From an optimization exercise on the open Yosys and OpenROAD flow, aimed at small area; shortcuts taken in it are not production practice.
Function was checked by simulation only, so behaviour that the tests miss may differ from the original.
Power and IR drop assume default switching activity.

==> v11: inputs <==
## rf_top
module rf_top
#(
   parameter bit CNT_EN = 1'b1                     
) (
   input  logic   s_clk_i,                         
   input  logic   arst_n_i,                        
   input  logic   wb_we_i,                         
   input  rf_pkg::rf_add  wb_add_i,                
   input  rf_pkg::rf_word wb_val_i,                
   input  rf_pkg::rf_add  p1_add_i,                
   output rf_pkg::rf_word p1_val_o,                
   input  rf_pkg::rf_add  p2_add_i,                
   output rf_pkg::rf_word p2_val_o,                
   input  logic   inj_i,                           
   input  rf_pkg::rf_add  inj_add_i,               
   input  rf_pkg::rf_bit  inj_bit_i,               
   output rf_pkg::rf_cnt  upset_cnt_o              
);
   logic [rf_pkg::RF_REGS-1:1] upset_row;          
   rf_pkg::rf_word             flip_bit;           
   see_insert #(
      .CNT_EN       (CNT_EN)
   ) see_i (
      .s_clk_i      (s_clk_i),
      .arst_n_i     (arst_n_i),
      .inj_i        (inj_i),
      .inj_add_i    (inj_add_i),
      .inj_bit_i    (inj_bit_i),
      .upset_row_o  (upset_row),
      .flip_bit_o   (flip_bit),
      .upset_cnt_o  (upset_cnt_o)
   );
   register_file rf_i (
      .s_clk_i      (s_clk_i),
      .arst_n_i     (arst_n_i),
      .wb_we_i      (wb_we_i),
      .wb_add_i     (wb_add_i),
      .wb_val_i     (wb_val_i),
      .upset_row_i  (upset_row),
      .flip_bit_i   (flip_bit),
      .inj_i        (inj_i),
  ...
Settings: LEC_CHECK=0, CAP_MARGIN=20, CELL_PAD_IN_SITES_DETAIL_PLACEMENT=1, CELL_PAD_IN_SITES_GLOBAL_PLACEMENT=1, CORE_MARGIN=2, CORE_UTILIZATION=35, SLEW_MARGIN=20, SYNTH_HIERARCHICAL=1; clock period 5.5 ns.
run.sh (not shown) runs the stock make flow with config.mk's settings and CLKGATE_MAP_FILE= SYNTH_SCRIPT=/design/flow/synth_recipe.tcl, a recipe that flattens the netlist after the stock synthesis.
==> v24 (differences from v11) <==
==> flow/flow/run.sh (new file) <==
#!/bin/bash
# Own flow: the standard layout, with the port buffers made of plain buffers
# (sky130_fd_sc_hd__buf_2) in place of the delay cell buffer_ports would pick.
set -euo pipefail
cd "$(dirname "${BASH_SOURCE[0]}")/.."
echo 'export BUFFER_PORTS_ARGS = -buffer_cell sky130_fd_sc_hd__buf_2' >> config.mk
bash standard.sh > standard.log 2>&1
==> flow/standard.sh (new file) <==
#!/bin/bash
# synth_recipe.tcl (not shown) runs the flow's synth.tcl, then flattens the netlist and writes it again
# the make line also repeats each setting of config.mk as NAME=value (left out here)
make -C /OpenROAD-flow-scripts/flow DESIGN_CONFIG=/design/flow/config.mk WORK_HOME=/design/flow/orfs CLKGATE_MAP_FILE= SYNTH_SCRIPT=/design/flow/synth_recipe.tcl "${@:-finish}"
BUFFER_PORTS_ARGS = -buffer_cell sky130_fd_sc_hd__buf_2   (was not set)
CTS_CLUSTER_DIAMETER = 80   (was not set)
CTS_CLUSTER_SIZE = 24   (was not set)
SETUP_SLACK_MARGIN = 0.2   (was not set)
removed: flow/run.sh
==> summary.txt <==
                                                                                                             v24                       v11
Status                                                                                   complete, no violations  finished with violations
Reasons for failing layout checks                                                                              -              setup timing
Met1 WL                                                                                           120000 microns            122000 microns
Largest fanout of any net on the critical path                                                                26                        13
Number of instances resized during post-cts repair                                                             0                        18
Leakage power summed over all cells                                                                      19.6 nW                   21.6 nW
Detailed router's first-iteration violation count                                                          11700                     11600
Hold slack                                                                                              0.476 ns                  0.477 ns
Post-detailed-placement cell area                                                                    55800 sq um               58000 sq um
Met2 track demand over resource                                                                            57.2%                     58.5%
Post-CTS Setup Repair Bufs                                                                                     0                        32
Count of non-filler cells in the finished layout                                                            7743                      8062
Sequential power                                                                                         8.65 mW                   8.69 mW
Clock insertion delay at the later pin of the skew report                                                0.70 ns                   0.76 ns
Arrival time of the worst setup path                                                                     4.17 ns                   4.49 ns
Filler instances                                                                                           16300                     16100
Area growth from synthesis to layout                                                                       17.5%                     26.5%
Met3 usage                                                                                                 9.50%                     11.8%
Total track usage                                                                                          39.5%                     41.1%
Clock transition at the register clock pins on the worst setup and hold paths after CTS                  0.08 ns                   0.06 ns
Antenna fix cells                                                                                              7                         5
Routed via count                                                                                           55900                     57800
Total combinational power                                                                                2.45 mW                   2.64 mW
Layout cells sized above 1                                                                                 12.1%                     14.3%
Via count of the first global-routing pass                                                                 53900                     56200
Max stage delay on crit path                                                                             0.79 ns                   1.01 ns

## port drivers added, routing unchanged
The results above use ideal ports. As a check the final layouts listed here were re-extracted and re-timed, cells and wires unchanged.
Step 1 assumes that a clkbuf_16 drives the clock port and a buf_2 every other input.
Step 2 also shifts input and output timing later by t, the mid clock arrival at the registers, as if the neighbouring blocks saw the same clock.
Slacks: ideal / step 1 / step 2; pairs: ideal / step 1.
run | shift t [ns] | setup WS [ns] | pins driven straight from the clock port
v11 | 0.855 | -0.087 / -0.112 / -0.112 | 1
v24 | 0.787 | 0.227 / 0.203 / 0.203 | 1
For v11, which loses most, drivers alone change the setup slack by -0.025 ns; drivers and shift together by -0.025 ns.
